This is an optimization exercise on Yosys and OpenROAD, whose aim is small area, not a production implementation. Where RTL was checked, it was by simulation tests only, not by an equivalence proof against the original. Power and IR drop assume default switching activity.

== maple ==
Design l1_dcache_ctrl, start of the top module:
module l1_dcache_ctrl #(
  parameter int ADDR_WIDTH = 32,
  parameter int DATA_WIDTH = 32,
  parameter int LINE_WORDS = 4,
  parameter int NUM_LINES  = 16
) (
  input  logic                             clk,
  input  logic                             rst,
  input  logic                             cpu_req,
  input  logic                             cpu_we,
  input  logic [ADDR_WIDTH-1:0]            cpu_addr,
  input  logic [DATA_WIDTH-1:0]            cpu_wdata,
  input  logic [DATA_WIDTH/8-1:0]          cpu_wstrb,
  output logic [DATA_WIDTH-1:0]            cpu_rdata,
  output logic                             mem_stall,
  output logic                             mem_req,
  output logic                             mem_we,
  output logic [ADDR_WIDTH-1:0]            mem_addr,
  output logic [DATA_WIDTH*LINE_WORDS-1:0] mem_wdata,
  input  logic [DATA_WIDTH*LINE_WORDS-1:0] mem_rdata,
  input  logic                             mem_ack
);
==> flow/config.mk <==
export PLATFORM = sky130hd
export DESIGN_NAME = l1_dcache_ctrl
export DESIGN_NICKNAME = l1_dcache_ctrl
export VERILOG_FILES = /design/flow/design.v
export SDC_FILE = /design/flow/constraint.sdc
export NUM_CORES = 4
export LEC_CHECK = 0
export CAP_MARGIN = 20
export CORE_MARGIN = 2
export CORE_UTILIZATION = 55
export SLEW_MARGIN = 20
export SYNTH_HIERARCHICAL = 1
==> flow/constraint.sdc <==
create_clock -name core_clock -period 10.0 [get_ports {clk}]
set_input_delay 2.0000 -clock core_clock [delete_from_list [all_inputs] [get_ports {clk}]]
set_output_delay 2.0000 -clock core_clock [all_outputs]
set_load 0.01 [all_outputs]
standard.sh (not shown) runs the stock make flow with config.mk's settings and CLKGATE_MAP_FILE= SYNTH_SCRIPT=/design/flow/synth_recipe.tcl, a recipe that flattens the netlist after the stock synthesis.
==> flow/flow/run.sh <==
#!/bin/bash
set -euo pipefail
export BUFFER_PORTS_ARGS="-buffer_cell sky130_fd_sc_hd__buf_1"
export CTS_ARGS="-sink_clustering_enable -repair_clock_nets -dont_use_dummy_load -buf_list {sky130_fd_sc_hd__buf_6 sky130_fd_sc_hd__buf_8} -root_buf sky130_fd_sc_hd__buf_8 -sink_clustering_buffer sky130_fd_sc_hd__buf_6 -sink_buffer_max_cap_derate 0.04 -sink_clustering_size 16 -sink_clustering_max_diameter 60"
bash standard.sh > standard_flow.log 2>&1
Per the final summary, maple finished and its layout is clean on timing, DRC and antenna.
Setup changes, maple to willow
Settings: GPL_TIMING_DRIVEN newly set to 0; CORE_UTILIZATION changed from 55 to 40.
==> flow/flow/run.sh <==
#!/bin/bash
set -euo pipefail
export BUFFER_PORTS_ARGS="-buffer_cell sky130_fd_sc_hd__buf_1"
export CTS_ARGS="-sink_clustering_enable -repair_clock_nets -dont_use_dummy_load -buf_list {sky130_fd_sc_hd__buf_6 sky130_fd_sc_hd__buf_8} -root_buf sky130_fd_sc_hd__buf_8 -sink_clustering_buffer sky130_fd_sc_hd__buf_6 -sink_buffer_max_cap_derate 0.04 -sink_clustering_size 14 -sink_clustering_max_diameter 60"
bash standard.sh > standard_flow.log 2>&1
==> comparison <==
On willow: clock tree buffer count of the final layout is about 13% higher than what maple gave.
In willow, the time the final worst path needs with I/O delays and setup came out 0.82 ns above the value in maple.
Final hold slack, maple and willow: higher on maple
Looking at origin of the worst setup path, the cpu_addr[5] result is from maple; the cpu_addr[4] one comes from willow.
In the tables for maple and willow, critical path's largest stage delay reads lower with willow.
willow: number of iterations in the first detailed-routing pass is 3 higher than what maple reported.
Comparing maple and willow, the lower largest voltage drop on the vdd net is on willow.
Looking at net switching power, willow sits 1.8% higher than maple does.
Between maple and willow, wire length increased.

l1_dcache_ctrl, a different RTL version from the one above (not shown whole).
Size in the first run: ~4600 cells after synthesis, roughly 0.090 mm^2 of cells after synthesis.
// l1_dcache_ctrl
module l1_dcache_ctrl #(
  parameter int ADDR_WIDTH = 32,
  parameter int DATA_WIDTH = 32,
  parameter int LINE_WORDS = 4,
  parameter int NUM_LINES  = 16
) (
  input  logic                             clk,
  input  logic                             rst,
  input  logic                             cpu_req,
  input  logic                             cpu_we,
  input  logic [ADDR_WIDTH-1:0]            cpu_addr,
  input  logic [DATA_WIDTH-1:0]            cpu_wdata,
  input  logic [DATA_WIDTH/8-1:0]          cpu_wstrb,
  output logic [DATA_WIDTH-1:0]            cpu_rdata,
  output logic                             mem_stall,
  output logic                             mem_req,
  output logic                             mem_we,
  output logic [ADDR_WIDTH-1:0]            mem_addr,
  output logic [DATA_WIDTH*LINE_WORDS-1:0] mem_wdata,
  input  logic [DATA_WIDTH*LINE_WORDS-1:0] mem_rdata,
  input  logic                             mem_ack
);
clock: 10.0 ns
lec_check: 0
cap_margin: 20
core_margin: 2
core_utilization: 40
slew_margin: 20
synth_hierarchical: 1
run.sh (not shown) runs the stock make flow with config.mk's settings and CLKGATE_MAP_FILE= SYNTH_SCRIPT=/design/flow/synth_recipe.tcl, a recipe that flattens the netlist after the stock synthesis.
Stock flow here: none of the scripts above is used.
Edit:
==> flow/flow/run.sh (new file) <==
#!/bin/bash
set -euo pipefail
export BUFFER_PORTS_ARGS="-buffer_cell sky130_fd_sc_hd__buf_1"
export CTS_ARGS="-sink_clustering_enable -repair_clock_nets -buf_list sky130_fd_sc_hd__clkbuf_16 -sink_buffer_max_cap_derate 0.04 -sink_clustering_size 30 -sink_clustering_max_diameter 100"
bash standard.sh > standard_flow.log 2>&1
==> flow/standard.sh (new file) <==
#!/bin/bash
# synth_recipe.tcl (not shown) runs the flow's synth.tcl, then flattens the netlist and writes it again
# the make line also repeats each setting of config.mk as NAME=value (left out here)
make -C /OpenROAD-flow-scripts/flow DESIGN_CONFIG=/design/flow/config.mk WORK_HOME=/design/flow/orfs CLKGATE_MAP_FILE= SYNTH_SCRIPT=/design/flow/synth_recipe.tcl "${@:-finish}"
removed: flow/run.sh
Effect: The new run completed without violations; fmax is higher by 0.99%; register-to-register slack gets worse by 40 ps; routed wire length goes down by 1.3%; worst hold slack is better by 7.6 ps; synthesized cell count is unchanged; first-iteration DRC count grows by 6.1%; setup slack improves by 92 ps; global-route usage is lower by 0.37 points; design area goes down by 7.1%.
Function was not checked in any run of this note: the RTL went through the layout flow alone.

## re-timing with driven ports
The results above use ideal ports. As a check the final layouts listed here were re-extracted and re-timed, cells and wires unchanged.
Step 1 sets driving cells, clkbuf_16 on the clock port and buf_2 on the other inputs (assumed; they add their load-dependent delay and slew).
Step 2 moves the port delays by t, midway between the first and last clock arrival at a register: inputs arrive t later, outputs are due t later. That takes back most of the time a late clock gives input paths.
a / b / c = no drivers / after step 1 / after step 2; a / b = the first two.
run	t (ns)	setup slack, ns	worst setup path at the end
maple	0.910	0.985 / 0.954 / 0.591	input to register
willow	0.926	0.164 / 0.140 / 0.140	input to output
the first run of note 2	0.935	0.666 / 0.566 / 0.555	input to register
the second run of note 2	0.838	0.758 / 0.723 / 0.723	input to output
After both steps every run listed still meets setup and hold. The setup slack of maple, which loses most, moves by -0.031 ns with the drivers and by -0.394 ns with both steps.
